This is an optimization exercise on Yosys and OpenROAD, whose aim is small area, a short achievable clock period and few clock cycles, not a production implementation. The RTL was checked by simulation tests, not by an equivalence proof against the original design. Power figures rest on the tool's default switching activity, not on a simulated workload.

==> constraint.sdc <==
create_clock -name core_clock -period 8.0 [get_ports {clk}]
set_input_delay 1.6000 -clock core_clock [delete_from_list [all_inputs] [get_ports {clk}]]
set_output_delay 1.6000 -clock core_clock [all_outputs]
set_load 0.01 [all_outputs]
==> run.sh <==
#!/bin/bash
# synth_recipe.tcl (not shown) runs the flow's synth.tcl, then flattens the netlist and writes it again
# the make line also repeats each setting of config.mk as NAME=value (left out here)
make -C /OpenROAD-flow-scripts/flow DESIGN_CONFIG=/design/flow/config.mk WORK_HOME=/design/flow/orfs CLKGATE_MAP_FILE= SYNTH_SCRIPT=/design/flow/synth_recipe.tcl finish
==> config.mk <==
export PLATFORM = sky130hd
export DESIGN_NAME = euclidean_distance_unit
export DESIGN_NICKNAME = euclidean_distance_unit
export VERILOG_FILES = /design/flow/design.v
export SDC_FILE = /design/flow/constraint.sdc
export NUM_CORES = 4
export LEC_CHECK = 0
export ABC_CLOCK_PERIOD_IN_PS = 3400
export CAP_MARGIN = 20
export CORE_MARGIN = 2
export CORE_UTILIZATION = 60
export PLACE_DENSITY = 0.75
export SETUP_SLACK_MARGIN = 4.6
export SLEW_MARGIN = 20
==> design.v <==
package edu_pkg;
    localparam int ELEM_W      = 16;             
    localparam int SQ_W        = 2 * ELEM_W;     
    localparam int ACC_W       = 46;             
    localparam int LO_W        = SQ_W;           
    localparam int HI_W        = ACC_W - LO_W;   
    localparam int ROOT_W      = ACC_W / 2;      
    localparam int REM_W       = ROOT_W + 1;     
    localparam int TDATA_IN_W  = 2 * ELEM_W;
    localparam int TDATA_OUT_W = ((ROOT_W + 7) / 8) * 8;
endpackage
module edu_sq_tree
(
    input  logic [16:0] d,
    output logic [33:0] row_s,
    output logic [33:0] row_c
);
    logic [15:0] u;
    logic        n;
    assign u = d[15:0];
    assign n = d[16];
    logic t1, t2, t3, t4, t5, t6, t7, t8, t9, t10, t11, t12, t13, t14, t15, t16, t17, t18, t19, t20, t21, t22, t23, t24, t25, t26, t27, t28, t29, t30, t31, t32, t33, t34, t35, t36, t37, t38, t39, t40, t41, t42, t43, t44, t45, t46, t47, t48, t49, t50, t51, t52, t53, t54, t55, t56, t57, t58, t59, t60, t61, t62, t63, t64, t65, t66, t67, t68, t69, t70, t71, t72, t73, t74, t75, t76, t77, t78, t79, t80, t81, t82, t83, t84, t85, t86, t87, t88, t89, t90, t91, t92, t93, t94, t95, t96, t97, t98, t99, t100, t101, t102, t103, t104, t105, t106, t107, t108, t109, t110, t111, t112, t113, t114, t115, t116, t117, t118, t119, t120, t121, t122, t123, t124, t125, t126, t127, t128, t129, t130, t131, t132, t133, t134, t135, t136, t137, t138, t139, t140, t141, t142, t143, t144, t145, t146, t147, t148, t149, t150, t151, t152, t153, t154, t155, t156, t157, t158, t159, t160, t161, t162, t163, t164, t165, t166, t167, t168, t169, t170, t171, t172, t173, t174, t175, t176, t177, t178, t179, t180, t181, t182, t183, t184, t185, t186, t187, t188, t189, t190, t191, t192, t193, t194, t195, t196, t197, t198, t199, t200, t201, t202, t203, t204, t205, t206, t207, t208, t209, t210;
    assign t1 = (u[0] & u[11]) ^ (u[1] & u[10]);
    assign t2 = (u[0] & u[11]) & (u[1] & u[10]);
    assign t3 = (u[0] & u[12]) ^ (u[1] & u[11]);
    assign t4 = (u[0] & u[12]) & (u[1] & u[11]);
    assign t5 = (u[0] & u[13]) ^ (u[1] & u[12]) ^ (u[2] & u[11]);
    assign t6 = ((u[0] & u[13]) & (u[1] & u[12])) | ((u[0] & u[13]) & (u[2] & u[11])) | ((u[1] & u[12]) & (u[2] & u[11]));
    assign t7 = (u[3] & u[10]) ^ (u[4] & u[9]);
    assign t8 = (u[3] & u[10]) & (u[4] & u[9]);
    assign t9 = (u[0] & u[14]) ^ (u[1] & u[13]) ^ (u[2] & u[12]);
    assign t10 = ((u[0] & u[14]) & (u[1] & u[13])) | ((u[0] & u[14]) & (u[2] & u[12])) | ((u[1] & u[13]) & (u[2] & u[12]));
    assign t11 = (u[3] & u[11]) ^ (u[4] & u[10]);
    assign t12 = (u[3] & u[11]) & (u[4] & u[10]);
    assign t13 = (u[0] & u[15]) ^ (u[1] & u[14]) ^ (u[2] & u[13]);
    assign t14 = ((u[0] & u[15]) & (u[1] & u[14])) | ((u[0] & u[15]) & (u[2] & u[13])) | ((u[1] & u[14]) & (u[2] & u[13]));
    assign t15 = (u[3] & u[12]) ^ (u[4] & u[11]) ^ (u[5] & u[10]);
    assign t16 = ((u[3] & u[12]) & (u[4] & u[11])) | ((u[3] & u[12]) & (u[5] & u[10])) | ((u[4] & u[11]) & (u[5] & u[10]));
    assign t17 = (u[6] & u[9]) ^ (u[7] & u[8]);
    assign t18 = (u[6] & u[9]) & (u[7] & u[8]);
    assign t19 = (u[1] & u[15]) ^ (u[2] & u[14]) ^ (u[3] & u[13]);
    assign t20 = ((u[1] & u[15]) & (u[2] & u[14])) | ((u[1] & u[15]) & (u[3] & u[13])) | ((u[2] & u[14]) & (u[3] & u[13]));
    assign t21 = (u[4] & u[12]) ^ (u[5] & u[11]) ^ (u[6] & u[10]);
    assign t22 = ((u[4] & u[12]) & (u[5] & u[11])) | ((u[4] & u[12]) & (u[6] & u[10])) | ((u[5] & u[11]) & (u[6] & u[10]));
    assign t23 = (u[7] & u[9]) ^ ~(n & u[0]) ^ 1'b1;
    assign t24 = ((u[7] & u[9]) & ~(n & u[0])) | ((u[7] & u[9]) & 1'b1) | (~(n & u[0]) & 1'b1);
    assign t25 = (u[2] & u[15]) ^ (u[3] & u[14]) ^ (u[4] & u[13]);
    assign t26 = ((u[2] & u[15]) & (u[3] & u[14])) | ((u[2] & u[15]) & (u[4] & u[13])) | ((u[3] & u[14]) & (u[4] & u[13]));
    assign t27 = (u[5] & u[12]) ^ (u[6] & u[11]) ^ (u[7] & u[10]);
    assign t28 = ((u[5] & u[12]) & (u[6] & u[11])) | ((u[5] & u[12]) & (u[7] & u[10])) | ((u[6] & u[11]) & (u[7] & u[10]));
    assign t29 = (u[8] & u[9]) ^ u[9] ^ ~(n & u[1]);
    assign t30 = ((u[8] & u[9]) & u[9]) | ((u[8] & u[9]) & ~(n & u[1])) | (u[9] & ~(n & u[1]));
    assign t31 = (u[3] & u[15]) ^ (u[4] & u[14]) ^ (u[5] & u[13]);
    assign t32 = ((u[3] & u[15]) & (u[4] & u[14])) | ((u[3] & u[15]) & (u[5] & u[13])) | ((u[4] & u[14]) & (u[5] & u[13]));
    assign t33 = (u[6] & u[12]) ^ (u[7] & u[11]) ^ (u[8] & u[10]);
    assign t34 = ((u[6] & u[12]) & (u[7] & u[11])) | ((u[6] & u[12]) & (u[8] & u[10])) | ((u[7] & u[11]) & (u[8] & u[10]));
    assign t35 = (u[4] & u[15]) ^ (u[5] & u[14]) ^ (u[6] & u[13]);
    assign t36 = ((u[4] & u[15]) & (u[5] & u[14])) | ((u[4] & u[15]) & (u[6] & u[13])) | ((u[5] & u[14]) & (u[6] & u[13]));
    assign t37 = (u[7] & u[12]) ^ (u[8] & u[11]) ^ (u[9] & u[10]);
    assign t38 = ((u[7] & u[12]) & (u[8] & u[11])) | ((u[7] & u[12]) & (u[9] & u[10])) | ((u[8] & u[11]) & (u[9] & u[10]));
    assign t39 = (u[5] & u[15]) ^ (u[6] & u[14]) ^ (u[7] & u[13]);
    assign t40 = ((u[5] & u[15]) & (u[6] & u[14])) | ((u[5] & u[15]) & (u[7] & u[13])) | ((u[6] & u[14]) & (u[7] & u[13]));
    assign t41 = (u[6] & u[15]) ^ (u[7] & u[14]) ^ (u[8] & u[13]);
    assign t42 = ((u[6] & u[15]) & (u[7] & u[14])) | ((u[6] & u[15]) & (u[8] & u[13])) | ((u[7] & u[14]) & (u[8] & u[13]));
    assign t43 = (u[0] & u[7]) ^ (u[1] & u[6]);
    assign t44 = (u[0] & u[7]) & (u[1] & u[6]);
    assign t45 = (u[0] & u[8]) ^ (u[1] & u[7]);
    assign t46 = (u[0] & u[8]) & (u[1] & u[7]);
    assign t47 = (u[0] & u[9]) ^ (u[1] & u[8]) ^ (u[2] & u[7]);
    assign t48 = ((u[0] & u[9]) & (u[1] & u[8])) | ((u[0] & u[9]) & (u[2] & u[7])) | ((u[1] & u[8]) & (u[2] & u[7]));
    assign t49 = (u[3] & u[6]) ^ (u[4] & u[5]);
    assign t50 = (u[3] & u[6]) & (u[4] & u[5]);
    assign t51 = (u[0] & u[10]) ^ (u[1] & u[9]) ^ (u[2] & u[8]);
    assign t52 = ((u[0] & u[10]) & (u[1] & u[9])) | ((u[0] & u[10]) & (u[2] & u[8])) | ((u[1] & u[9]) & (u[2] & u[8]));
    assign t53 = (u[3] & u[7]) ^ (u[4] & u[6]);
    assign t54 = (u[3] & u[7]) & (u[4] & u[6]);
    assign t55 = (u[2] & u[9]) ^ (u[3] & u[8]) ^ (u[4] & u[7]);
    assign t56 = ((u[2] & u[9]) & (u[3] & u[8])) | ((u[2] & u[9]) & (u[4] & u[7])) | ((u[3] & u[8]) & (u[4] & u[7]));
    assign t57 = (u[5] & u[6]) ^ u[6] ^ t1;
    assign t58 = ((u[5] & u[6]) & u[6]) | ((u[5] & u[6]) & t1) | (u[6] & t1);
    assign t59 = (u[2] & u[10]) ^ (u[3] & u[9]) ^ (u[4] & u[8]);
    assign t60 = ((u[2] & u[10]) & (u[3] & u[9])) | ((u[2] & u[10]) & (u[4] & u[8])) | ((u[3] & u[9]) & (u[4] & u[8]));
    assign t61 = (u[5] & u[7]) ^ t3 ^ t2;
    assign t62 = ((u[5] & u[7]) & t3) | ((u[5] & u[7]) & t2) | (t3 & t2);
    assign t63 = (u[5] & u[8]) ^ (u[6] & u[7]) ^ u[7];
    assign t64 = ((u[5] & u[8]) & (u[6] & u[7])) | ((u[5] & u[8]) & u[7]) | ((u[6] & u[7]) & u[7]);
    assign t65 = t5 ^ t7 ^ t4;
    assign t66 = (t5 & t7) | (t5 & t4) | (t7 & t4);
    assign t67 = (u[5] & u[9]) ^ (u[6] & u[8]) ^ t9;
    assign t68 = ((u[5] & u[9]) & (u[6] & u[8])) | ((u[5] & u[9]) & t9) | ((u[6] & u[8]) & t9);
    assign t69 = t11 ^ t6 ^ t8;
    assign t70 = (t11 & t6) | (t11 & t8) | (t6 & t8);
    assign t71 = u[8] ^ t13 ^ t15;
    assign t72 = (u[8] & t13) | (u[8] & t15) | (t13 & t15);
    assign t73 = t17 ^ t10 ^ t12;
    assign t74 = (t17 & t10) | (t17 & t12) | (t10 & t12);
    assign t75 = t19 ^ t21 ^ t23;
    assign t76 = (t19 & t21) | (t19 & t23) | (t21 & t23);
    assign t77 = t14 ^ t16 ^ t18;
    assign t78 = (t14 & t16) | (t14 & t18) | (t16 & t18);
    assign t79 = t25 ^ t27 ^ t29;
    assign t80 = (t25 & t27) | (t25 & t29) | (t27 & t29);
    assign t81 = t20 ^ t22 ^ t24;
    assign t82 = (t20 & t22) | (t20 & t24) | (t22 & t24);
    assign t83 = ~(n & u[2]) ^ t31 ^ t33;
    assign t84 = (~(n & u[2]) & t31) | (~(n & u[2]) & t33) | (t31 & t33);
    assign t85 = t26 ^ t28 ^ t30;
    assign t86 = (t26 & t28) | (t26 & t30) | (t28 & t30);
    assign t87 = u[10] ^ ~(n & u[3]) ^ t35;
    assign t88 = (u[10] & ~(n & u[3])) | (u[10] & t35) | (~(n & u[3]) & t35);
    assign t89 = t37 ^ t32 ^ t34;
    assign t90 = (t37 & t32) | (t37 & t34) | (t32 & t34);
    assign t91 = (u[8] & u[12]) ^ (u[9] & u[11]) ^ ~(n & u[4]);
    assign t92 = ((u[8] & u[12]) & (u[9] & u[11])) | ((u[8] & u[12]) & ~(n & u[4])) | ((u[9] & u[11]) & ~(n & u[4]));
    assign t93 = t39 ^ t36 ^ t38;
    assign t94 = (t39 & t36) | (t39 & t38) | (t36 & t38);
    assign t95 = (u[9] & u[12]) ^ (u[10] & u[11]) ^ u[11];
    assign t96 = ((u[9] & u[12]) & (u[10] & u[11])) | ((u[9] & u[12]) & u[11]) | ((u[10] & u[11]) & u[11]);
    assign t97 = ~(n & u[5]) ^ t41 ^ t40;
    assign t98 = (~(n & u[5]) & t41) | (~(n & u[5]) & t40) | (t41 & t40);
    assign t99 = (u[7] & u[15]) ^ (u[8] & u[14]) ^ (u[9] & u[13]);
    assign t100 = ((u[7] & u[15]) & (u[8] & u[14])) | ((u[7] & u[15]) & (u[9] & u[13])) | ((u[8] & u[14]) & (u[9] & u[13]));
    assign t101 = (u[10] & u[12]) ^ ~(n & u[6]) ^ t42;
    assign t102 = ((u[10] & u[12]) & ~(n & u[6])) | ((u[10] & u[12]) & t42) | (~(n & u[6]) & t42);
    assign t103 = (u[8] & u[15]) ^ (u[9] & u[14]) ^ (u[10] & u[13]);
    assign t104 = ((u[8] & u[15]) & (u[9] & u[14])) | ((u[8] & u[15]) & (u[10] & u[13])) | ((u[9] & u[14]) & (u[10] & u[13]));
    assign t105 = (u[11] & u[12]) ^ u[12] ^ ~(n & u[7]);
    assign t106 = ((u[11] & u[12]) & u[12]) | ((u[11] & u[12]) & ~(n & u[7])) | (u[12] & ~(n & u[7]));
    assign t107 = (u[9] & u[15]) ^ (u[10] & u[14]) ^ (u[11] & u[13]);
    assign t108 = ((u[9] & u[15]) & (u[10] & u[14])) | ((u[9] & u[15]) & (u[11] & u[13])) | ((u[10] & u[14]) & (u[11] & u[13]));
    assign t109 = (u[10] & u[15]) ^ (u[11] & u[14]) ^ (u[12] & u[13]);
    assign t110 = ((u[10] & u[15]) & (u[11] & u[14])) | ((u[10] & u[15]) & (u[12] & u[13])) | ((u[11] & u[14]) & (u[12] & u[13]));
    assign t111 = (u[0] & u[5]) ^ (u[1] & u[4]);
    assign t112 = (u[0] & u[5]) & (u[1] & u[4]);
    assign t113 = (u[0] & u[6]) ^ (u[1] & u[5]);
    assign t114 = (u[0] & u[6]) & (u[1] & u[5]);
    assign t115 = (u[2] & u[5]) ^ (u[3] & u[4]) ^ u[4];
    assign t116 = ((u[2] & u[5]) & (u[3] & u[4])) | ((u[2] & u[5]) & u[4]) | ((u[3] & u[4]) & u[4]);
    assign t117 = (u[2] & u[6]) ^ (u[3] & u[5]) ^ t45;
    assign t118 = ((u[2] & u[6]) & (u[3] & u[5])) | ((u[2] & u[6]) & t45) | ((u[3] & u[5]) & t45);
    assign t119 = u[5] ^ t47 ^ t49;
    assign t120 = (u[5] & t47) | (u[5] & t49) | (t47 & t49);
    assign t121 = t51 ^ t53 ^ t48;
    assign t122 = (t51 & t53) | (t51 & t48) | (t53 & t48);
    assign t123 = t55 ^ t57 ^ t52;
    assign t124 = (t55 & t57) | (t55 & t52) | (t57 & t52);
    assign t125 = t59 ^ t61 ^ t56;
    assign t126 = (t59 & t61) | (t59 & t56) | (t61 & t56);
    assign t127 = t63 ^ t65 ^ t60;
    assign t128 = (t63 & t65) | (t63 & t60) | (t65 & t60);
    assign t129 = t67 ^ t69 ^ t64;
    assign t130 = (t67 & t69) | (t67 & t64) | (t69 & t64);
    assign t131 = t71 ^ t73 ^ t68;
    assign t132 = (t71 & t73) | (t71 & t68) | (t73 & t68);
    assign t133 = t75 ^ t77 ^ t72;
    assign t134 = (t75 & t77) | (t75 & t72) | (t77 & t72);
    assign t135 = t79 ^ t81 ^ t76;
    assign t136 = (t79 & t81) | (t79 & t76) | (t81 & t76);
    assign t137 = t83 ^ t85 ^ t80;
    assign t138 = (t83 & t85) | (t83 & t80) | (t85 & t80);
    assign t139 = t87 ^ t89 ^ t84;
    assign t140 = (t87 & t89) | (t87 & t84) | (t89 & t84);
    assign t141 = t91 ^ t93 ^ t88;
    assign t142 = (t91 & t93) | (t91 & t88) | (t93 & t88);
    assign t143 = t95 ^ t97 ^ t92;
    assign t144 = (t95 & t97) | (t95 & t92) | (t97 & t92);
    assign t145 = t99 ^ t101 ^ t96;
    assign t146 = (t99 & t101) | (t99 & t96) | (t101 & t96);
    assign t147 = t103 ^ t105 ^ t100;
    assign t148 = (t103 & t105) | (t103 & t100) | (t105 & t100);
    assign t149 = ~(n & u[8]) ^ t107 ^ t104;
    assign t150 = (~(n & u[8]) & t107) | (~(n & u[8]) & t104) | (t107 & t104);
    assign t151 = u[13] ^ ~(n & u[9]) ^ t109;
    assign t152 = (u[13] & ~(n & u[9])) | (u[13] & t109) | (~(n & u[9]) & t109);
    assign t153 = (u[11] & u[15]) ^ (u[12] & u[14]) ^ ~(n & u[10]);
    assign t154 = ((u[11] & u[15]) & (u[12] & u[14])) | ((u[11] & u[15]) & ~(n & u[10])) | ((u[12] & u[14]) & ~(n & u[10]));
    assign t155 = (u[12] & u[15]) ^ (u[13] & u[14]) ^ u[14];
    assign t156 = ((u[12] & u[15]) & (u[13] & u[14])) | ((u[12] & u[15]) & u[14]) | ((u[13] & u[14]) & u[14]);
    assign t157 = (u[0] & u[3]) ^ (u[1] & u[2]);
    assign t158 = (u[0] & u[3]) & (u[1] & u[2]);
    assign t159 = (u[0] & u[4]) ^ (u[1] & u[3]);
    assign t160 = (u[0] & u[4]) & (u[1] & u[3]);
    assign t161 = (u[2] & u[3]) ^ u[3] ^ t111;
    assign t162 = ((u[2] & u[3]) & u[3]) | ((u[2] & u[3]) & t111) | (u[3] & t111);
    assign t163 = (u[2] & u[4]) ^ t113 ^ t112;
    assign t164 = ((u[2] & u[4]) & t113) | ((u[2] & u[4]) & t112) | (t113 & t112);
    assign t165 = t43 ^ t115 ^ t114;
    assign t166 = (t43 & t115) | (t43 & t114) | (t115 & t114);
    assign t167 = t44 ^ t117 ^ t116;
    assign t168 = (t44 & t117) | (t44 & t116) | (t117 & t116);
    assign t169 = t46 ^ t119 ^ t118;
    assign t170 = (t46 & t119) | (t46 & t118) | (t119 & t118);
    assign t171 = t50 ^ t121 ^ t120;
    assign t172 = (t50 & t121) | (t50 & t120) | (t121 & t120);
    assign t173 = t54 ^ t123 ^ t122;
    assign t174 = (t54 & t123) | (t54 & t122) | (t123 & t122);
    assign t175 = t58 ^ t125 ^ t124;
    assign t176 = (t58 & t125) | (t58 & t124) | (t125 & t124);
    assign t177 = t62 ^ t127 ^ t126;
    assign t178 = (t62 & t127) | (t62 & t126) | (t127 & t126);
    assign t179 = t66 ^ t129 ^ t128;
    assign t180 = (t66 & t129) | (t66 & t128) | (t129 & t128);
    assign t181 = t70 ^ t131 ^ t130;
    assign t182 = (t70 & t131) | (t70 & t130) | (t131 & t130);
    assign t183 = t74 ^ t133 ^ t132;
    assign t184 = (t74 & t133) | (t74 & t132) | (t133 & t132);
    assign t185 = t78 ^ t135 ^ t134;
    assign t186 = (t78 & t135) | (t78 & t134) | (t135 & t134);
    assign t187 = t82 ^ t137 ^ t136;
    assign t188 = (t82 & t137) | (t82 & t136) | (t137 & t136);
    assign t189 = t86 ^ t139 ^ t138;
    assign t190 = (t86 & t139) | (t86 & t138) | (t139 & t138);
    assign t191 = t90 ^ t141 ^ t140;
    assign t192 = (t90 & t141) | (t90 & t140) | (t141 & t140);
    assign t193 = t94 ^ t143 ^ t142;
    assign t194 = (t94 & t143) | (t94 & t142) | (t143 & t142);
    assign t195 = t98 ^ t145 ^ t144;
    assign t196 = (t98 & t145) | (t98 & t144) | (t145 & t144);
    assign t197 = t102 ^ t147 ^ t146;
    assign t198 = (t102 & t147) | (t102 & t146) | (t147 & t146);
    assign t199 = t106 ^ t149 ^ t148;
    assign t200 = (t106 & t149) | (t106 & t148) | (t149 & t148);
    assign t201 = t108 ^ t151 ^ t150;
    assign t202 = (t108 & t151) | (t108 & t150) | (t151 & t150);
    assign t203 = t110 ^ t153 ^ t152;
    assign t204 = (t110 & t153) | (t110 & t152) | (t153 & t152);
    assign t205 = ~(n & u[11]) ^ t155 ^ t154;
    assign t206 = (~(n & u[11]) & t155) | (~(n & u[11]) & t154) | (t155 & t154);
    assign t207 = (u[13] & u[15]) ^ ~(n & u[12]) ^ t156;
    assign t208 = ((u[13] & u[15]) & ~(n & u[12])) | ((u[13] & u[15]) & t156) | (~(n & u[12]) & t156);
    assign t209 = (u[14] & u[15]) ^ u[15] ^ ~(n & u[13]);
    assign t210 = ((u[14] & u[15]) & u[15]) | ((u[14] & u[15]) & ~(n & u[13])) | (u[15] & ~(n & u[13]));
    assign row_s = {1'b1, ~(n & u[15]), ~(n & u[14]), t209, t207, t205, t203, t201, t199, t197, t195, t193, t191, t189, t187, t185, t183, t181, t179, t177, t175, t173, t171, t169, t167, t165, t163, t161, t159, u[2], (u[0] & u[2]), (u[0] & u[1]), 1'b0, u[0]};
    assign row_c = {1'b0, n, t210, t208, t206, t204, t202, t200, t198, t196, t194, t192, t190, t188, t186, t184, t182, t180, t178, t176, t174, t172, t170, t168, t166, t164, t162, t160, t158, t157, 1'b0, u[1], 1'b0, 1'b0};
endmodule
module edu_root_top
(
    input  logic [7:0] x,
    output logic [3:0] root,
    output logic [4:0] rem
);
    always_comb
    begin
        case (x)
            8'd0: begin root = 4'd0; rem = 5'd0; end
            8'd1: begin root = 4'd1; rem = 5'd0; end
            8'd2: begin root = 4'd1; rem = 5'd1; end
            8'd3: begin root = 4'd1; rem = 5'd2; end
            8'd4: begin root = 4'd2; rem = 5'd0; end
            8'd5: begin root = 4'd2; rem = 5'd1; end
            8'd6: begin root = 4'd2; rem = 5'd2; end
            8'd7: begin root = 4'd2; rem = 5'd3; end
            8'd8: begin root = 4'd2; rem = 5'd4; end
            8'd9: begin root = 4'd3; rem = 5'd0; end
            8'd10: begin root = 4'd3; rem = 5'd1; end
            8'd11: begin root = 4'd3; rem = 5'd2; end
            8'd12: begin root = 4'd3; rem = 5'd3; end
            8'd13: begin root = 4'd3; rem = 5'd4; end
            8'd14: begin root = 4'd3; rem = 5'd5; end
            8'd15: begin root = 4'd3; rem = 5'd6; end
            8'd16: begin root = 4'd4; rem = 5'd0; end
            8'd17: begin root = 4'd4; rem = 5'd1; end
            8'd18: begin root = 4'd4; rem = 5'd2; end
            8'd19: begin root = 4'd4; rem = 5'd3; end
            8'd20: begin root = 4'd4; rem = 5'd4; end
            8'd21: begin root = 4'd4; rem = 5'd5; end
            8'd22: begin root = 4'd4; rem = 5'd6; end
            8'd23: begin root = 4'd4; rem = 5'd7; end
            8'd24: begin root = 4'd4; rem = 5'd8; end
            8'd25: begin root = 4'd5; rem = 5'd0; end
            8'd26: begin root = 4'd5; rem = 5'd1; end
            8'd27: begin root = 4'd5; rem = 5'd2; end
            8'd28: begin root = 4'd5; rem = 5'd3; end
            8'd29: begin root = 4'd5; rem = 5'd4; end
            8'd30: begin root = 4'd5; rem = 5'd5; end
            8'd31: begin root = 4'd5; rem = 5'd6; end
            8'd32: begin root = 4'd5; rem = 5'd7; end
            8'd33: begin root = 4'd5; rem = 5'd8; end
            8'd34: begin root = 4'd5; rem = 5'd9; end
            8'd35: begin root = 4'd5; rem = 5'd10; end
            8'd36: begin root = 4'd6; rem = 5'd0; end
            8'd37: begin root = 4'd6; rem = 5'd1; end
            8'd38: begin root = 4'd6; rem = 5'd2; end
            8'd39: begin root = 4'd6; rem = 5'd3; end
            8'd40: begin root = 4'd6; rem = 5'd4; end
            8'd41: begin root = 4'd6; rem = 5'd5; end
            8'd42: begin root = 4'd6; rem = 5'd6; end
            8'd43: begin root = 4'd6; rem = 5'd7; end
            8'd44: begin root = 4'd6; rem = 5'd8; end
            8'd45: begin root = 4'd6; rem = 5'd9; end
            8'd46: begin root = 4'd6; rem = 5'd10; end
            8'd47: begin root = 4'd6; rem = 5'd11; end
            8'd48: begin root = 4'd6; rem = 5'd12; end
            8'd49: begin root = 4'd7; rem = 5'd0; end
            8'd50: begin root = 4'd7; rem = 5'd1; end
            8'd51: begin root = 4'd7; rem = 5'd2; end
            8'd52: begin root = 4'd7; rem = 5'd3; end
            8'd53: begin root = 4'd7; rem = 5'd4; end
            8'd54: begin root = 4'd7; rem = 5'd5; end
            8'd55: begin root = 4'd7; rem = 5'd6; end
            8'd56: begin root = 4'd7; rem = 5'd7; end
            8'd57: begin root = 4'd7; rem = 5'd8; end
            8'd58: begin root = 4'd7; rem = 5'd9; end
            8'd59: begin root = 4'd7; rem = 5'd10; end
            8'd60: begin root = 4'd7; rem = 5'd11; end
            8'd61: begin root = 4'd7; rem = 5'd12; end
            8'd62: begin root = 4'd7; rem = 5'd13; end
            8'd63: begin root = 4'd7; rem = 5'd14; end
            8'd64: begin root = 4'd8; rem = 5'd0; end
            8'd65: begin root = 4'd8; rem = 5'd1; end
            8'd66: begin root = 4'd8; rem = 5'd2; end
            8'd67: begin root = 4'd8; rem = 5'd3; end
            8'd68: begin root = 4'd8; rem = 5'd4; end
            8'd69: begin root = 4'd8; rem = 5'd5; end
            8'd70: begin root = 4'd8; rem = 5'd6; end
            8'd71: begin root = 4'd8; rem = 5'd7; end
            8'd72: begin root = 4'd8; rem = 5'd8; end
            8'd73: begin root = 4'd8; rem = 5'd9; end
            8'd74: begin root = 4'd8; rem = 5'd10; end
            8'd75: begin root = 4'd8; rem = 5'd11; end
            8'd76: begin root = 4'd8; rem = 5'd12; end
            8'd77: begin root = 4'd8; rem = 5'd13; end
            8'd78: begin root = 4'd8; rem = 5'd14; end
            8'd79: begin root = 4'd8; rem = 5'd15; end
            8'd80: begin root = 4'd8; rem = 5'd16; end
            8'd81: begin root = 4'd9; rem = 5'd0; end
            8'd82: begin root = 4'd9; rem = 5'd1; end
            8'd83: begin root = 4'd9; rem = 5'd2; end
            8'd84: begin root = 4'd9; rem = 5'd3; end
            8'd85: begin root = 4'd9; rem = 5'd4; end
            8'd86: begin root = 4'd9; rem = 5'd5; end
            8'd87: begin root = 4'd9; rem = 5'd6; end
            8'd88: begin root = 4'd9; rem = 5'd7; end
            8'd89: begin root = 4'd9; rem = 5'd8; end
            8'd90: begin root = 4'd9; rem = 5'd9; end
            8'd91: begin root = 4'd9; rem = 5'd10; end
            8'd92: begin root = 4'd9; rem = 5'd11; end
            8'd93: begin root = 4'd9; rem = 5'd12; end
            8'd94: begin root = 4'd9; rem = 5'd13; end
            8'd95: begin root = 4'd9; rem = 5'd14; end
            8'd96: begin root = 4'd9; rem = 5'd15; end
            8'd97: begin root = 4'd9; rem = 5'd16; end
            8'd98: begin root = 4'd9; rem = 5'd17; end
            8'd99: begin root = 4'd9; rem = 5'd18; end
            8'd100: begin root = 4'd10; rem = 5'd0; end
            8'd101: begin root = 4'd10; rem = 5'd1; end
            8'd102: begin root = 4'd10; rem = 5'd2; end
            8'd103: begin root = 4'd10; rem = 5'd3; end
            8'd104: begin root = 4'd10; rem = 5'd4; end
            8'd105: begin root = 4'd10; rem = 5'd5; end
            8'd106: begin root = 4'd10; rem = 5'd6; end
            8'd107: begin root = 4'd10; rem = 5'd7; end
            8'd108: begin root = 4'd10; rem = 5'd8; end
            8'd109: begin root = 4'd10; rem = 5'd9; end
            8'd110: begin root = 4'd10; rem = 5'd10; end
            8'd111: begin root = 4'd10; rem = 5'd11; end
            8'd112: begin root = 4'd10; rem = 5'd12; end
            8'd113: begin root = 4'd10; rem = 5'd13; end
            8'd114: begin root = 4'd10; rem = 5'd14; end
            8'd115: begin root = 4'd10; rem = 5'd15; end
            8'd116: begin root = 4'd10; rem = 5'd16; end
            8'd117: begin root = 4'd10; rem = 5'd17; end
            8'd118: begin root = 4'd10; rem = 5'd18; end
            8'd119: begin root = 4'd10; rem = 5'd19; end
            8'd120: begin root = 4'd10; rem = 5'd20; end
            8'd121: begin root = 4'd11; rem = 5'd0; end
            8'd122: begin root = 4'd11; rem = 5'd1; end
            8'd123: begin root = 4'd11; rem = 5'd2; end
            8'd124: begin root = 4'd11; rem = 5'd3; end
            8'd125: begin root = 4'd11; rem = 5'd4; end
            8'd126: begin root = 4'd11; rem = 5'd5; end
            8'd127: begin root = 4'd11; rem = 5'd6; end
            8'd128: begin root = 4'd11; rem = 5'd7; end
            8'd129: begin root = 4'd11; rem = 5'd8; end
            8'd130: begin root = 4'd11; rem = 5'd9; end
            8'd131: begin root = 4'd11; rem = 5'd10; end
            8'd132: begin root = 4'd11; rem = 5'd11; end
            8'd133: begin root = 4'd11; rem = 5'd12; end
            8'd134: begin root = 4'd11; rem = 5'd13; end
            8'd135: begin root = 4'd11; rem = 5'd14; end
            8'd136: begin root = 4'd11; rem = 5'd15; end
            8'd137: begin root = 4'd11; rem = 5'd16; end
            8'd138: begin root = 4'd11; rem = 5'd17; end
            8'd139: begin root = 4'd11; rem = 5'd18; end
            8'd140: begin root = 4'd11; rem = 5'd19; end
            8'd141: begin root = 4'd11; rem = 5'd20; end
            8'd142: begin root = 4'd11; rem = 5'd21; end
            8'd143: begin root = 4'd11; rem = 5'd22; end
            8'd144: begin root = 4'd12; rem = 5'd0; end
            8'd145: begin root = 4'd12; rem = 5'd1; end
            8'd146: begin root = 4'd12; rem = 5'd2; end
            8'd147: begin root = 4'd12; rem = 5'd3; end
            8'd148: begin root = 4'd12; rem = 5'd4; end
            8'd149: begin root = 4'd12; rem = 5'd5; end
            8'd150: begin root = 4'd12; rem = 5'd6; end
            8'd151: begin root = 4'd12; rem = 5'd7; end
            8'd152: begin root = 4'd12; rem = 5'd8; end
            8'd153: begin root = 4'd12; rem = 5'd9; end
            8'd154: begin root = 4'd12; rem = 5'd10; end
            8'd155: begin root = 4'd12; rem = 5'd11; end
            8'd156: begin root = 4'd12; rem = 5'd12; end
            8'd157: begin root = 4'd12; rem = 5'd13; end
            8'd158: begin root = 4'd12; rem = 5'd14; end
            8'd159: begin root = 4'd12; rem = 5'd15; end
            8'd160: begin root = 4'd12; rem = 5'd16; end
            8'd161: begin root = 4'd12; rem = 5'd17; end
            8'd162: begin root = 4'd12; rem = 5'd18; end
            8'd163: begin root = 4'd12; rem = 5'd19; end
            8'd164: begin root = 4'd12; rem = 5'd20; end
            8'd165: begin root = 4'd12; rem = 5'd21; end
            8'd166: begin root = 4'd12; rem = 5'd22; end
            8'd167: begin root = 4'd12; rem = 5'd23; end
            8'd168: begin root = 4'd12; rem = 5'd24; end
            8'd169: begin root = 4'd13; rem = 5'd0; end
            8'd170: begin root = 4'd13; rem = 5'd1; end
            8'd171: begin root = 4'd13; rem = 5'd2; end
            8'd172: begin root = 4'd13; rem = 5'd3; end
            8'd173: begin root = 4'd13; rem = 5'd4; end
            8'd174: begin root = 4'd13; rem = 5'd5; end
            8'd175: begin root = 4'd13; rem = 5'd6; end
            8'd176: begin root = 4'd13; rem = 5'd7; end
            8'd177: begin root = 4'd13; rem = 5'd8; end
            8'd178: begin root = 4'd13; rem = 5'd9; end
            8'd179: begin root = 4'd13; rem = 5'd10; end
            8'd180: begin root = 4'd13; rem = 5'd11; end
            8'd181: begin root = 4'd13; rem = 5'd12; end
            8'd182: begin root = 4'd13; rem = 5'd13; end
            8'd183: begin root = 4'd13; rem = 5'd14; end
            8'd184: begin root = 4'd13; rem = 5'd15; end
            8'd185: begin root = 4'd13; rem = 5'd16; end
            8'd186: begin root = 4'd13; rem = 5'd17; end
            8'd187: begin root = 4'd13; rem = 5'd18; end
            8'd188: begin root = 4'd13; rem = 5'd19; end
            8'd189: begin root = 4'd13; rem = 5'd20; end
            8'd190: begin root = 4'd13; rem = 5'd21; end
            8'd191: begin root = 4'd13; rem = 5'd22; end
            8'd192: begin root = 4'd13; rem = 5'd23; end
            8'd193: begin root = 4'd13; rem = 5'd24; end
            8'd194: begin root = 4'd13; rem = 5'd25; end
            8'd195: begin root = 4'd13; rem = 5'd26; end
            8'd196: begin root = 4'd14; rem = 5'd0; end
            8'd197: begin root = 4'd14; rem = 5'd1; end
            8'd198: begin root = 4'd14; rem = 5'd2; end
            8'd199: begin root = 4'd14; rem = 5'd3; end
            8'd200: begin root = 4'd14; rem = 5'd4; end
            8'd201: begin root = 4'd14; rem = 5'd5; end
            8'd202: begin root = 4'd14; rem = 5'd6; end
            8'd203: begin root = 4'd14; rem = 5'd7; end
            8'd204: begin root = 4'd14; rem = 5'd8; end
            8'd205: begin root = 4'd14; rem = 5'd9; end
            8'd206: begin root = 4'd14; rem = 5'd10; end
            8'd207: begin root = 4'd14; rem = 5'd11; end
            8'd208: begin root = 4'd14; rem = 5'd12; end
            8'd209: begin root = 4'd14; rem = 5'd13; end
            8'd210: begin root = 4'd14; rem = 5'd14; end
            8'd211: begin root = 4'd14; rem = 5'd15; end
            8'd212: begin root = 4'd14; rem = 5'd16; end
            8'd213: begin root = 4'd14; rem = 5'd17; end
            8'd214: begin root = 4'd14; rem = 5'd18; end
            8'd215: begin root = 4'd14; rem = 5'd19; end
            8'd216: begin root = 4'd14; rem = 5'd20; end
            8'd217: begin root = 4'd14; rem = 5'd21; end
            8'd218: begin root = 4'd14; rem = 5'd22; end
            8'd219: begin root = 4'd14; rem = 5'd23; end
            8'd220: begin root = 4'd14; rem = 5'd24; end
            8'd221: begin root = 4'd14; rem = 5'd25; end
            8'd222: begin root = 4'd14; rem = 5'd26; end
            8'd223: begin root = 4'd14; rem = 5'd27; end
            8'd224: begin root = 4'd14; rem = 5'd28; end
            8'd225: begin root = 4'd15; rem = 5'd0; end
            8'd226: begin root = 4'd15; rem = 5'd1; end
            8'd227: begin root = 4'd15; rem = 5'd2; end
            8'd228: begin root = 4'd15; rem = 5'd3; end
            8'd229: begin root = 4'd15; rem = 5'd4; end
            8'd230: begin root = 4'd15; rem = 5'd5; end
            8'd231: begin root = 4'd15; rem = 5'd6; end
            8'd232: begin root = 4'd15; rem = 5'd7; end
            8'd233: begin root = 4'd15; rem = 5'd8; end
            8'd234: begin root = 4'd15; rem = 5'd9; end
            8'd235: begin root = 4'd15; rem = 5'd10; end
            8'd236: begin root = 4'd15; rem = 5'd11; end
            8'd237: begin root = 4'd15; rem = 5'd12; end
            8'd238: begin root = 4'd15; rem = 5'd13; end
            8'd239: begin root = 4'd15; rem = 5'd14; end
            8'd240: begin root = 4'd15; rem = 5'd15; end
            8'd241: begin root = 4'd15; rem = 5'd16; end
            8'd242: begin root = 4'd15; rem = 5'd17; end
            8'd243: begin root = 4'd15; rem = 5'd18; end
            8'd244: begin root = 4'd15; rem = 5'd19; end
            8'd245: begin root = 4'd15; rem = 5'd20; end
            8'd246: begin root = 4'd15; rem = 5'd21; end
            8'd247: begin root = 4'd15; rem = 5'd22; end
            8'd248: begin root = 4'd15; rem = 5'd23; end
            8'd249: begin root = 4'd15; rem = 5'd24; end
            8'd250: begin root = 4'd15; rem = 5'd25; end
            8'd251: begin root = 4'd15; rem = 5'd26; end
            8'd252: begin root = 4'd15; rem = 5'd27; end
            8'd253: begin root = 4'd15; rem = 5'd28; end
            8'd254: begin root = 4'd15; rem = 5'd29; end
            8'd255: begin root = 4'd15; rem = 5'd30; end
            default: begin root = '0; rem = '0; end
        endcase
    end
endmodule
module euclidean_distance_unit
(
    input  logic                              clk,
    input  logic                              rst_n,
    input  logic                              s_axis_tvalid,
    output logic                              s_axis_tready,
    input  logic [edu_pkg::TDATA_IN_W-1:0]    s_axis_tdata,
    input  logic                              s_axis_tlast,
    output logic                              m_axis_tvalid,
    input  logic                              m_axis_tready,
    output logic [edu_pkg::TDATA_OUT_W-1:0]   m_axis_tdata,
    output logic                              m_axis_tuser
);
    localparam int EW    = edu_pkg::ELEM_W;
    localparam int AW    = edu_pkg::ACC_W;
    localparam int LW    = edu_pkg::LO_W;
    localparam int HW    = edu_pkg::HI_W;
    localparam int RW    = edu_pkg::ROOT_W;
    localparam int MW    = edu_pkg::REM_W;
    localparam int FB    = 4;                    
    localparam int KL    = 0;                    
    localparam int BW    = AW - 2 * FB;          
    localparam int RADW  = BW - 2 * KL;          
    localparam int STEPS = RW - FB - KL;         
    localparam int TW    = LW + 2;               
    logic              rdy_reg;
    logic              accept;
    logic [EW:0]       diff;
    logic [EW:0]       da_reg;
    logic              va_reg, lasta_reg;
    assign accept = s_axis_tvalid && rdy_reg;
    assign diff   = {s_axis_tdata[EW-1], s_axis_tdata[EW-1:0]}
                  - {s_axis_tdata[2*EW-1], s_axis_tdata[2*EW-1:EW]};
    always_ff @(posedge clk)
    begin
        da_reg    <= accept ? diff : '0;
        lasta_reg <= s_axis_tlast;
    end
    logic [TW-1:0]     row_s, row_c;
    logic [TW-1:0]     rsb_reg, rcb_reg;
    logic              vb_reg, lastb_reg;
    edu_sq_tree u_sq
    (
        .d     (da_reg),
        .row_s (row_s),
        .row_c (row_c)
    );
    always_ff @(posedge clk)
    begin
        rsb_reg   <= row_s;
        rcb_reg   <= row_c;
        lastb_reg <= lasta_reg;
    end
    logic [LW-1:0]     lo_reg;
    logic [HW-1:0]     hi_reg;
    logic              cy_reg, ovf_reg;
    logic              first_reg;    
    logic              clr_reg;      
    logic              full_reg;     
    logic [TW-1:0]     base, cs_s, cs_c, lo_sum;
    logic [HW:0]       hi_inc;
    logic              load;
    assign base   = clr_reg ? '0 : TW'(lo_reg);
    assign cs_s   = base ^ rsb_reg ^ rcb_reg;
    assign cs_c   = {(base[TW-2:0] & rsb_reg[TW-2:0])
                   | (base[TW-2:0] & rcb_reg[TW-2:0])
                   | (rsb_reg[TW-2:0] & rcb_reg[TW-2:0]), 1'b0};
    assign lo_sum = cs_s + cs_c;
    always_comb
    begin
        for (int i = 0; i < HW; i++)
            hi_inc[i] = hi_reg[i] ^ (cy_reg && ((hi_reg & HW'((1 << i) - 1)) == HW'((1 << i) - 1)));
        hi_inc[HW] = cy_reg && (&hi_reg);
    end
    always_ff @(posedge clk)
        clr_reg <= va_reg && (vb_reg ? lastb_reg : first_reg);
    always_ff @(posedge clk)
    begin
        lo_reg  <= lo_sum[LW-1:0];
        cy_reg  <= lo_sum[LW];
        hi_reg  <= clr_reg ? '0 : hi_inc[HW-1:0];
        ovf_reg <= clr_reg ? 1'b0 : (ovf_reg || hi_inc[HW]);
    end
    logic              busy_reg, valid_reg, sat_reg;
    logic [4:0]        cnt_reg;
    logic [RADW-1:0]   rad_reg;
    logic [MW-1:0]     rem_reg;
    logic [RW-1:0]     root_reg;
    logic              free, finish;
    logic              bufv_reg, bsat_reg, move;
    logic [BW-1:0]     bsum_reg;
    logic [FB-1:0]     broot_reg;
    logic [FB:0]       brem_reg;
    logic [AW-1:0]     sum_c;        
    logic              sat_c;
    logic [FB-1:0]     root_t;
    logic [FB:0]       rem_t;
    assign sum_c = {hi_inc[HW-1:0], lo_reg};
    assign sat_c = ovf_reg || hi_inc[HW];
    edu_root_top u_top
    (
        .x    (sum_c[AW-1 -: 2*FB]),
        .root (root_t),
        .rem  (rem_t)
    );
    assign move = full_reg && (!bufv_reg || load);
    always_ff @(posedge clk)
    begin
        if (move)
        begin
            bsum_reg  <= sum_c[BW-1:0];
            broot_reg <= root_t | {FB{sat_c}};
            brem_reg  <= rem_t;
            bsat_reg  <= sat_c;
        end
    end
    function automatic logic [MW+RW-1:0] root_step
        (input logic [MW-1:0] rem, input logic [RW-1:0] root,
         input logic [1:0] bits, input logic force1);
        logic [MW+1:0] rs, dd;
        logic          f;
        rs = {rem, bits};
        dd = rs - (MW+2)'({root, 2'b01});
        f  = !dd[MW+1] || force1;
        root_step = {f ? dd[MW-1:0] : rs[MW-1:0], root[RW-2:0], f};
    endfunction
    logic [MW-1:0]     rem_l, rem_n;
    logic [RW-1:0]     root_l, root_n;
    for (genvar k = 0; k <= KL; k++)
    begin : g_ld
        localparam int J = FB + k;               
        logic [J-1:0]  root;
        logic [J:0]    rem;
        if (k == 0)
        begin : g_first
            assign root = broot_reg;
            assign rem  = brem_reg;
        end
        else
        begin : g_step
            logic [J+1:0] rs, dd;
            logic         f;
            assign rs   = {g_ld[k-1].rem, bsum_reg[BW-1-2*(k-1) -: 2]};
            assign dd   = rs - (J+2)'({g_ld[k-1].root, 2'b01});
            assign f    = !dd[J+1] || bsat_reg;
            assign rem  = f ? dd[J:0] : rs[J:0];
            assign root = {g_ld[k-1].root, f};
        end
    end
    assign rem_l  = MW'(g_ld[KL].rem);
    assign root_l = RW'(g_ld[KL].root);
    always_comb
        {rem_n, root_n} = root_step(rem_reg, root_reg,
                                    rad_reg[RADW-1 -: 2], sat_reg);
    assign free   = (!busy_reg && !valid_reg) || (valid_reg && m_axis_tready);
    assign load   = bufv_reg && free;
    assign finish = busy_reg && (cnt_reg == '0);
    always_ff @(posedge clk)
    begin
        if (load)
        begin
            rad_reg  <= bsum_reg[RADW-1:0];
            rem_reg  <= rem_l;
            root_reg <= root_l;
            sat_reg  <= bsat_reg;
        end
        else
        begin
            rad_reg  <= {rad_reg[RADW-3:0], 2'b00};
            rem_reg  <= rem_n;
            if (busy_reg)
                root_reg <= root_n;
        end
    end
    logic       rdy_next;
    logic [1:0] pend_reg;    
    function automatic logic ready_next(input logic mr, input logic lt);
        logic       ld, idle;
        logic [1:0] pend;
        ld   = bufv_reg && ((!busy_reg && !valid_reg) || (valid_reg && mr));
        pend = pend_reg + 2'(lt) - 2'(ld);
        idle = !ld && !busy_reg && !(valid_reg && !mr);
        ready_next = (pend <= 2'd1) || ((pend == 2'd2) && idle);
    endfunction
    always_comb
    begin
        logic r00, r01, r10, r11;
        r00 = ready_next(1'b0, 1'b0);
        r01 = ready_next(1'b0, 1'b1);
        r10 = ready_next(1'b1, 1'b0);
        r11 = ready_next(1'b1, 1'b1);
        if (accept && s_axis_tlast)
            rdy_next = m_axis_tready ? r11 : r01;
        else
            rdy_next = m_axis_tready ? r10 : r00;
    end
    always_ff @(posedge clk or negedge rst_n)
    begin
        if (!rst_n)
        begin
            rdy_reg   <= 1'b0;
            pend_reg  <= '0;
            va_reg    <= 1'b0;
            vb_reg    <= 1'b0;
            first_reg <= 1'b1;
            full_reg  <= 1'b0;
            bufv_reg  <= 1'b0;
            busy_reg  <= 1'b0;
            valid_reg <= 1'b0;
            cnt_reg   <= '0;
        end
        else
        begin
            rdy_reg   <= rdy_next;
            pend_reg  <= pend_reg + 2'(accept && s_axis_tlast) - 2'(load);
            va_reg    <= accept;
            vb_reg    <= va_reg;
            if (vb_reg)
                first_reg <= lastb_reg;
            full_reg  <= (full_reg && !move) || (vb_reg && lastb_reg);
            bufv_reg  <= (bufv_reg && !load) || move;
            if (load)
            begin
                busy_reg <= 1'b1;
                cnt_reg  <= 5'(STEPS - 1);
            end
            else if (busy_reg)
            begin
                cnt_reg  <= cnt_reg - 1'b1;
                if (finish)
                    busy_reg <= 1'b0;
            end
            if (finish)
                valid_reg <= 1'b1;
            else if (m_axis_tready)
                valid_reg <= 1'b0;
        end
    end
    assign s_axis_tready = rdy_reg;
    assign m_axis_tvalid = valid_reg;
    assign m_axis_tdata  = edu_pkg::TDATA_OUT_W'(root_reg);
    assign m_axis_tuser  = sat_reg;
endmodule
==> results of run 1 <==
## metrics by stage
| step | hold slack, ns | area [um^2] |
|---|---|---|
| floorplan | 0.310 | 17700 |
| CTS | 0.345 | 19900 |
| global placement | 0.314 | 18600 |
| detailed placement | 0.315 | 18600 |
| global route | 0.346 | 20400 |
| finish | 0.342 | 20400 |
## cell usage after synthesis, types with 25 or more instances
library cell / number
inv_1: 280
nand2_1: 248
dfxtp_1: 211
nor2_1: 121
fa_1: 112
ha_1: 109
and2_1: 86
a21oi_1: 76
xnor2_1: 65
o21ai_0: 61
nand2b_1: 57
clkbuf_1: 55
edfxtp_1: 53
mux2i_1: 44
a21o_1: 28
xor2_1: 28
nor3_1: 25
## area by class of cell
class                           instances  area [um^2]  area share, %
Inverter                              281         1070           5.25
Clock inverter                         21          254           1.25
Clock buffer                           35          821           4.03
Sequential cell                       279         6200           30.4
Timing Repair Buffer                  108         1020           4.99
Multi-Input combinational cell       1298        10500           51.7
Tap cell                              384          480           2.36
## critical path, delay by kind of cell, from the launching register on
family / cells / cell delay, ns
AOI/OAI and AO/OA: 7 / 1.57
buffers and inverters: 3 / 0.37
DFF: 1 / 0.36
xor gates and xnor gates: 1 / 0.14
and+or+nand+nor: 1 / 0.13
adders and majority gates: 2 / 0.75
## where the power goes
group	leakage, uW	internal [uW]	switching [uW]
clock network	0.000521	896	563
registers	0.00242	2060	351
logic	0.00657	1950	2380
## final timing paths
kind	end	slack, ns	depth (start not counted)
max reg2reg	lo_reg[22]	4.63	14
min reg2reg	lastb_reg	0.34	0
min in group asynchronous	rdy_reg	1.47	1
max in group asynchronous	full_reg	6.10	1
max	lo_reg[22]	4.63	14
min	lastb_reg	0.34	0
## metal layers
| layer | share of wire (%) | GRT usage (%) |
|---|---|---|
| met5 | 0 | 0 |
| met4 | 2.5 | 6.30 |
| met3 | 4.6 | 2.62 |
| met2 | 50 | 40.9 |
| met1 | 43 | 29.8 |
## cells by family after synthesis
kind of cell    Yosys count  synth area share, %
simple gates            626                 17.2
buf+inv                 354                 7.75
compound gates          299                 11.3
flops                   279                 35.1
fa+ha+maj               223                 20.6
xor+xnor                 95                 4.87
mux                      52                 3.20
other cells               1               0.0213
## what timing repair did
action,in CTS,in global routing
resized for setup,41,48
cloned,0,3
pin swaps,20,37
endpoints found under the hold margin,0,0
hold buffers,0,0
endpoints found under the setup margin,115,26
setup buffers,11,24
==> run_results.csv, run 1 <==
group,metric,value,unit
sta,max_freq,0.297,GHz
global_route,grt_pass1_vias,12800,
sta,slew_viol_final,0,
layout,final_nets,2256,
synth,syn_area_per_cell,9.14,um^2
placed_design,io_buffers,62,
sta,rsz0062_at_grt,"yes",
critical_path,cp_slowest_cell,"fa_1",
layout,syn_to_final_growth,15.5,%
floorplanning,die_area,30800,um^2
sta,finalSetupViolCount,0,
run_status,status,"timing/DRC/antenna clean",
route,avgRoutedWirePerCell,15.1,um
floorplanning,ios,64,
floorplanning,die_h,175,um
sta,hold_viol,0,
route,wirelength,36.2,mm
route,ant_nets,0,
layout,antenna_cells,0,
synth,async_flop_share,5.38,%
global_route,antenna_found_initial,0,
global_route,grt_overflow,0,
route,drc,0,
synth,synth.yosys.seq_area_share,35.1,%
floorplanning,core_area,28800,um^2
route,vias,13100,
synth,syn_inst,1929,
synth,synth_edf_count,53,
placed_design,place_hpwl,24.6,mm
clock_tree,clock-root-buffer,"clkbuf_16",
synth,synth_seq_cells,279,
critical_path,crit_top_cell,"a21oi_1",
power,power_density,403,nW/um^2
critical_path,crit_path_max_fanout,16,
route,firstDrtPassIters,5,
clock_tree,cts_buffer_depth,3,
sta,period_minus_slack,3.37,ns
placed_design,place.gp.congestion,0.926,
critical_path,cp.arrival,3.86,ns
critical_path,path_cells,"buf_12 > nand2b_4 > fa_1 > inv_2 > ha_4 > a21oi_2 > o21ai_2 > o41a_1 > a221oi_4 > buf_4 > a21oi_1 > a21o_1 > a21oi_1 > xnor2_1",
sta,worst_pin_slew,1.00,ns
critical_path,critPathKind,"flip-flop to flip-flop",
clock_tree,cts_tree,"built",
power,irDropWorstVdd,214,uV
critical_path,worst_setup_path_end_kind,"flip-flop",
critical_path,worstPathRequired,8.49,ns
clock_tree,numCtsBuffers,30,
power,total_power,8200,uW
sta,maxSlewHeadroom,32.5,%
critical_path,slowest_delay,0.49,ns
layout,utilization,70.8,%
sta,skew,0.0318,ns
floorplanning,initial_core_util,61.3,%
job,max_cap_viol_count,0,
synth,synth_top_area_share,24.0,%
sta,setup-tns-final,0,ns
worst_hold_path,hp-class,"flip-flop to flip-flop",
synth,yosys.area.top_type,"dfxtp_1",
floorplanning,rows,62,
sta,layout_setup_ws,4.63,ns
clock_tree,htree_levels,1,
critical_path,crit_start,"clr_reg",
critical_path,worst_setup_path_start_kind,"flip-flop",
clock_tree,clock_latency,0.56,ns
synth,synthTopCellsByArea,"dfxtp_1 24%, fa_1 13%, edfxtp_1 9.0%, ha_1 7.7%, inv_1 6.0%",
layout,final_cell_mix,"275 x inv_1, 246 x nand2_1, 207 x dfxtp_1",
clock_tree,cts.sinks,279,
sta,period_share,42.2,%
route,via_per_inst,5.44,
route,drt-initial-drc-count,757,
synth,synth_nets,2187,
layout,layout-drive-gt1-share,9.74,%
worst_hold_path,min_from,"lasta_reg",
synth,yosys_warnings,2,
global_route,grt_usage,23.0,%
power,power.leakage,0.00952,uW
placed_design,dp_cells,2312,
critical_path,r2r_start,"clr_reg",
layout,instances_no_fill,2406,
global_route,grt_first_pass_wirelength,59.5,mm
floorplanning,die_w,175,um
placed_design,pre_cts_ws,3.15,ns
synth,ys_types,84,
layout,nFillCells,2130,
synth,ys.flop_type,"dfxtp_1",
synth,syn_area,17600,um^2
layout,layout_commonest_cell,"inv_1",
clock_tree,clk_pin_slew,0.06,ns
global_route,grt_max_degree,54,
Testbench counts, summed over its fixed seeds: cycles 22,995.
==> run 2: changes to the inputs <==
--- a/config.mk
+++ b/config.mk
@@ -5,10 +5,10 @@
 export SDC_FILE = /design/flow/constraint.sdc
 export NUM_CORES = 4
 export LEC_CHECK = 0
-export ABC_CLOCK_PERIOD_IN_PS = 3400
 export CAP_MARGIN = 20
 export CORE_MARGIN = 2
 export CORE_UTILIZATION = 60
 export PLACE_DENSITY = 0.75
 export SETUP_SLACK_MARGIN = 4.6
 export SLEW_MARGIN = 20
+export TNS_END_PERCENT = 10
==> run 2 against run 1 <==
Against the previous run:
- count of clock-buffer cells in the layout stayed put
- worst hold slack better by 0.0035 ns
- register-to-register slack worse by 0.14 ns
- sequential power hardly changed
- design area is 1.9% lower
- power is 2.0% lower
- synthesized cell count stayed put
- non-clock buffer count is 19 lower
- final cell count is 0.87% lower
- sequential cell count stayed put
- clock skew is 0.0031 ns lower
- largest power group unchanged
==> run_results.csv, run 2 <==
group,metric,value,unit
run_status,status,"timing/DRC/antenna clean",
sta,slew_viol_final,0,
layout,layout-drive-gt1-share,7.45,%
clock_tree,cts_tree,"built",
power,power_density,402,nW/um^2
sta,maxSlewHeadroom,35.7,%
sta,max_freq,0.285,GHz
sta,setup-tns-final,0,ns
route,wirelength,34.6,mm
synth,syn_area_per_cell,9.14,um^2
placed_design,place.gp.congestion,0.926,
route,vias,12900,
clock_tree,htree_levels,1,
route,ant_nets,0,
synth,synth.top_cells.by_count,"280 x inv_1, 248 x nand2_1, 211 x dfxtp_1",
sta,worst_pin_slew,0.958,ns
synth,yosys_warnings,2,
sta,period_minus_slack,3.51,ns
job,max_cap_viol_count,0,
route,via_per_inst,5.43,
critical_path,slowest_delay,0.49,ns
layout,syn_to_final_growth,13.3,%
global_route,grt_first_pass_wirelength,59.4,mm
route,firstDrtPassIters,5,
synth,synthTopCellsByArea,"dfxtp_1 24%, fa_1 13%, edfxtp_1 9.0%, ha_1 7.7%, inv_1 6.0%",
synth,synth_seq_cells,279,
sta,period_share,43.9,%
critical_path,crit_path_max_fanout,32,
clock_tree,clk_pin_slew,0.06,ns
critical_path,worst_setup_path_end_kind,"flip-flop",
sta,hold_viol,0,
layout,final_area,20000,um^2
critical_path,worstPathRequired,8.49,ns
placed_design,dpl_cell_area,18600,um^2
power,irDropWorstVdd,212,uV
clock_tree,hold_buffers,0,
route,avgRoutedWirePerCell,14.5,um
layout,final_nets,2235,
placed_design,place_hpwl,24.6,mm
worst_hold_path,hp-class,"flip-flop to flip-flop",
synth,synth.yosys.seq_area_share,35.1,%
floorplanning,ios,64,
floorplanning,initial_core_util,61.3,%
layout,layout_commonest_cell,"inv_1",
layout,nFillCells,2198,
floorplanning,die_h,175,um
clock_tree,numCtsBuffers,30,
sta,skew,0.0287,ns
critical_path,cp.arrival,4.00,ns
synth,yosys.area.top_type,"dfxtp_1",
synth,ys_types,84,
synth,synthAdderAreaFrac,20.6,%
synth,async_flop_share,5.38,%
critical_path,path_cells,"buf_8 > nand2b_1 > fa_1 > inv_1 > ha_1 > a21o_1 > a21oi_2 > o21ai_1 > a221oi_2 > o221ai_2 > a211oi_1 > o31ai_1 > a21oi_1 > xnor2_1",
synth,synth-simple-area-share,17.2,%
critical_path,cp_slowest_cell,"fa_1",
global_route,grt_pass1_vias,12800,
synth,synth_nets,2187,
clock_tree,clock_latency,0.56,ns
layout,antenna_cells,0,
layout,final_cell_mix,"277 x inv_1, 245 x nand2_1, 208 x dfxtp_1",
placed_design,io_buffers,62,
synth,syn_area,17600,um^2
sta,rsz0062_at_grt,"yes",
synth,synthMuxAreaShare,3.20,%
synth,synth_edf_count,53,
critical_path,crit_start,"clr_reg",
route,drt-initial-drc-count,802,
sta,finalSetupViolCount,0,
critical_path,worst_setup_path_start_kind,"flip-flop",
clock_tree,cts.sinks,279,
clock_tree,clock-root-buffer,"clkbuf_16",
global_route,grt_max_degree,54,
critical_path,crit_buf_inv,2,
critical_path,r2r_slack,4.49,ns
synth,synth_xor_area_share,4.87,%
synth,synth_top_family_by_area,"adder cells",
worst_hold_path,min_from,"lasta_reg",
global_route,grt_overflow,0,
floorplanning,core_area,28800,um^2
power,power.leakage,0.00940,uW
floorplanning,rows,62,
floorplanning,die_area,30800,um^2
clock_tree,cts_buffer_depth,3,
critical_path,crit_family,"compound AO/OA/AOI/OAI gates",
synth,synth-compound-area-share,11.3,%
synth,synth_top_area_share,24.0,%
floorplanning,die_w,175,um
synth,ys.flop_type,"dfxtp_1",
critical_path,r2r_start,"clr_reg",
global_route,grt_usage,22.9,%
route,drc,0,
synth,synth_most_common_cell,"inv_1",
critical_path,critPathKind,"flip-flop to flip-flop",
synth,syn_inst,1929,
global_route,antenna_found_initial,0,
==> run 2: cell type report <==
| cell class | count | area, um^2 | area share, % |
|---|---|---|---|
| clock buffers | 35 | 821 | 4.11 |
| clock inverters | 21 | 254 | 1.27 |
| inverters | 281 | 1060 | 5.33 |
| multi-input cells | 1296 | 10300 | 51.7 |
| flip-flops and latches | 279 | 6200 | 31.0 |
| well taps | 384 | 480 | 2.41 |
| repair buffers | 89 | 837 | 4.19 |
==> run 2: repair_timing <==
action | in CTS | in global routing
endpoints found under the hold margin | 0 | 0
pin swaps | 16 | 9
cloned | 0 | 0
setup buffers | 7 | 10
gates resized for setup | 34 | 16
setup endpoints to repair | 115 | 40
==> run 2: power breakdown <==
part,total (uW),leakage [uW],switching [uW],internal [uW]
sequential,2400,0.00242,342,2060
combinational,4180,0.00646,2310,1870
clock,1460,0.000521,560,896
total,8040,0.00940,3210,4830
==> run 2: path summary, 6_finish.rpt <==
kind / endpoint / cells past startpoint
max: lo_reg[23] / 14
min: lastb_reg / 0
max reg2reg: lo_reg[23] / 14
min reg2reg: lastb_reg / 0
max in group asynchronous: full_reg / 1
min in group asynchronous: rdy_reg / 1
==> run 2: per-layer routing <==
| layer | GRT usage [%] | part of all wire [%] | up-vias | routed length, um |
|---|---|---|---|---|
| met5 | 0 | 0 | - | 0 |
| met1 | 29.6 | 43 | 6170 | 15000 |
| met3 | 2.62 | 4.7 | 51 | 1640 |
| met2 | 40.9 | 50 | 352 | 17200 |
| li1 | - | - | 6372 | - |
| met4 | 6.16 | 2.1 | 0 | 725 |
==> run 2: metrics by stage <==
| stage | std cells | setup WS, ns | hold WS [ns] | utilization (%) | power (uW) |
|---|---|---|---|---|---|
| after floorplan | 1929 | 4.54 | 0.310 | - | 5580 |
| after detailed placement | 2312 | 3.15 | 0.315 | 64.5 | 6470 |
| after global routing | 2385 | 4.36 | 0.346 | 69.4 | 8750 |
| final | 2385 | 4.49 | 0.345 | 69.4 | 8040 |
| after CTS | 2375 | 4.51 | 0.345 | 69.0 | 8050 |
| after global placement | 2312 | 3.29 | 0.314 | 64.5 | 6310 |
==> run 2: logic make-up (layout without fill, tap and decap cells) <==
family                     after synthesis  count (layout)
xor gates and xnor gates                95              95
other                                    1               1
muxes                                   52              52
DFF                                    279             279
and+or+nand+nor                        626             626
AOI/OAI and AO/OA                      299             299
buffers and inverters                  354             426
adders and majority gates              223             223
==> run 3: changes to the inputs <==
--- a/config.mk
+++ b/config.mk
@@ -8,7 +8,8 @@
 export CAP_MARGIN = 20
 export CORE_MARGIN = 2
 export CORE_UTILIZATION = 60
+export CTS_CLUSTER_DIAMETER = 60
+export CTS_CLUSTER_SIZE = 30
 export PLACE_DENSITY = 0.75
 export SETUP_SLACK_MARGIN = 4.6
 export SLEW_MARGIN = 20
-export TNS_END_PERCENT = 10
==> run 3 against run 2 <==
Against the previous run:
- combinational power up 4%
- still clean
- critical endpoint unchanged
- largest power group unchanged
- clock power fell by 7%
- fmax is 3.5% higher
- final cell count is essentially flat
==> run_results.csv, run 3 <==
group,metric,value,unit
run_status,status,"timing/DRC/antenna clean",
clock_tree,cts_buffer_depth,3,
sta,rsz0062_at_grt,"yes",
synth,synth.yosys.seq_area_share,35.1,%
placed_design,place.gp.congestion,0.926,
layout,layout_commonest_cell,"inv_1",
layout,layout-drive-gt1-share,9.09,%
clock_tree,cts.sinks,279,
synth,synth_nets,2187,
placed_design,place_hpwl,24.6,mm
placed_design,dpl_cell_area,18600,um^2
floorplanning,die_w,175,um
layout,syn_to_final_growth,14.6,%
sta,worst_pin_slew,0.976,ns
critical_path,worstPathRequired,8.47,ns
sta,setup-tns-final,0,ns
route,vias,13100,
floorplanning,die_h,175,um
synth,syn_area_per_cell,9.14,um^2
layout,final_area,20200,um^2
synth,syn_area,17600,um^2
sta,finalSetupViolCount,0,
clock_tree,numCtsBuffers,24,
floorplanning,core_area,28800,um^2
global_route,grt_max_degree,54,
sta,slew_viol_final,0,
route,drt-initial-drc-count,770,
synth,async_flop_share,5.38,%
floorplanning,die_area,30800,um^2
clock_tree,clk_pin_slew,0.11,ns
sta,hold_viol,0,
critical_path,worst_setup_path_end_kind,"flip-flop",
global_route,grt_pass1_vias,13000,
global_route,antenna_found_initial,0,
layout,antenna_cells,0,
synth,yosys_warnings,2,
synth,synth_top_area_share,24.0,%
synth,synth.top_cells.by_count,"280 x inv_1, 248 x nand2_1, 211 x dfxtp_1",
clock_tree,cts_tree,"built",
clock_tree,clock-root-buffer,"clkbuf_16",
clock_tree,clock_latency,0.56,ns
synth,synth_edf_count,53,
route,wirelength,36.5,mm
global_route,grt_usage,23.4,%
critical_path,cp.arrival,3.86,ns
sta,max_freq,0.295,GHz
floorplanning,rows,62,
worst_hold_path,hp-class,"flip-flop to flip-flop",
critical_path,crit_path_max_fanout,32,
synth,ys_types,84,
critical_path,critPathKind,"flip-flop to flip-flop",
synth,synthTopCellsByArea,"dfxtp_1 24%, fa_1 13%, edfxtp_1 9.0%, ha_1 7.7%, inv_1 6.0%",
power,irDropWorstVdd,194,uV
critical_path,worst_setup_path_start_kind,"flip-flop",
power,power_density,403,nW/um^2
route,avgRoutedWirePerCell,15.3,um
power,power.leakage,0.00943,uW
route,ant_nets,0,
layout,final_cell_mix,"275 x inv_1, 245 x nand2_1, 208 x dfxtp_1",
global_route,grt_first_pass_wirelength,60.3,mm
floorplanning,ios,64,
synth,yosys.area.top_type,"dfxtp_1",
sta,maxSlewHeadroom,34.4,%
sta,period_share,42.4,%
route,via_per_inst,5.49,
layout,nFillCells,2153,
clock_tree,htree_levels,1,
synth,ys.flop_type,"dfxtp_1",
layout,final_nets,2243,
route,firstDrtPassIters,5,
synth,syn_inst,1929,
global_route,grt_overflow,0,
placed_design,io_buffers,62,
synth,synth_most_common_cell,"inv_1",
synth,synth_seq_cells,279,
job,max_cap_viol_count,0,
sta,period_minus_slack,3.39,ns
route,drc,0,
floorplanning,initial_core_util,61.3,%
sta,skew,0.0339,ns
-- run 3: cell types whose count changed in the layout (fill, tap and decap cells not counted), sizes merged --
cell           before  now
clkdlybuf4s50      58   56
nand2             249  251
clkinvlp            2    0
clkinv             13    6
dlygate4sd2         1    2
clkbuf             35   24
dlymetal6s2s        3    4
bufinv              5    0
buf                27   39
inv               282  295
-- run 3: repair_timing --
action                                  CTS  global route
endpoints found under the setup margin  116            29
pin swaps                                18            32
resized for setup                        41            48
setup buffers                            11            18
cloned                                    0             2
hold buffers                              0             0
-- run 3: kinds of logic (layout without fill, tap and decap cells) --
group / after synthesis / count (layout) / synth area share [%]
DFF: 279 / 279 / 35.1
xor gates and xnor gates: 95 / 95 / 4.87
muxes: 52 / 52 / 3.20
and+or+nand+nor: 626 / 628 / 17.2
buffers and inverters: 354 / 426 / 7.75
adders and majority gates: 223 / 223 / 20.6
AOI/OAI and AO/OA: 299 / 299 / 11.3
other: 1 / 1 / 0.0213
-- run 3: per-layer routing --
metal | up-vias | GRT usage (%) | part of all wire [%]
li1 | 6386 | - | -
met1 | 6245 | 29.5 | 42
met2 | 401 | 42.0 | 51
met3 | 69 | 2.60 | 5.2
met4 | 0 | 7.54 | 2.7
met5 | - | 0 | 0
-- run 3: area by class of cell --
class	count	area [um^2]	area share [%]
multi-input cells	1298	10500	52.2
flip-flops and latches	279	6200	30.7
inverters	281	1070	5.29
repair buffers	101	937	4.64
clock buffers	24	601	2.97
well taps	384	480	2.38
clock inverters	20	380	1.88
-- run 3: worst max-delay path, cell delays in order, from the launching register on --
cell and delay [ns]:
dfxtp_4 0.36, buf_12 0.16, nand2b_1 0.19, fa_1 0.50
inv_1 0.05, ha_2 0.40, nand4_1 0.26, nor2_4 0.24
nand2_1 0.12, o221ai_4 0.33, a211oi_2 0.14, o31ai_1 0.30
a21oi_1 0.13, xnor2_1 0.13
-- run 3: stage by stage --
stage | setup WS [ns] | total power (uW) | std cells | utilization (%) | hold slack, ns
floorplan | 4.54 | 5580 | 1929 | - | 0.310
global placement | 3.29 | 6310 | 2312 | 64.5 | 0.314
detailed placement | 3.15 | 6470 | 2312 | 64.5 | 0.315
CTS | 4.56 | 7980 | 2367 | 68.8 | 0.335
global route | 4.48 | 8830 | 2387 | 70.2 | 0.348
finish | 4.61 | 8130 | 2387 | 70.2 | 0.335
-- run 3: path summary, 6_finish.rpt --
path	from	endpoint	slack [ns]	cells past startpoint
max	clr_reg	lo_reg[23]	4.61	13
min	lasta_reg	lastb_reg	0.33	0
max reg2reg	clr_reg	lo_reg[23]	4.61	13
min reg2reg	lasta_reg	lastb_reg	0.33	0
max in group asynchronous	rst_n	cnt_reg[3]	6.12	1
min in group asynchronous	rst_n	rdy_reg	1.46	1
-- run 3: where the power goes --
part / internal [uW] / leakage [uW] / switching, uW
clock network: 655 / 0.000471 / 709
logic: 1960 / 0.00653 / 2410
registers: 2060 / 0.00242 / 352
total: 4670 / 0.00943 / 3470

separate check: timing with driven ports:
The flow's constraints put no driver on any port. The routed layouts listed below were extracted and timed again, unchanged, in two steps.
Step 1, drivers: a clkbuf_16 drives clk and a buf_2 each remaining input, both assumed.
Step 2 moves the port delays by t, midway between the first and last clock arrival at a register: inputs arrive t later, outputs are due t later. That takes back most of the time a late clock gives input paths.
Three values: ideal, step 1, step 2; two values: the first two.
| run | t (ns) | setup slack, ns | latest minus earliest clock arrival (ns) | slew at the worst register clock pin (ns) | worst data-port slew with drivers (ns) |
|---|---|---|---|---|---|
| run 1 | 0.594 | 4.628 / 4.601 / 4.100 | 0.032 / 0.032 | 0.06 / 0.06 | 0.04 |
| run 2 | 0.593 | 4.487 / 4.487 / 3.933 | 0.031 / 0.031 | 0.06 / 0.06 | 0.04 |
| run 3 | 0.595 | 4.606 / 4.603 / 4.073 | 0.034 / 0.034 | 0.11 / 0.11 | 0.04 |
After both steps setup and hold are still met in every run listed. The setup slack of run 2, which loses most, moves by 0.000 ns with the drivers and by -0.554 ns with both steps.
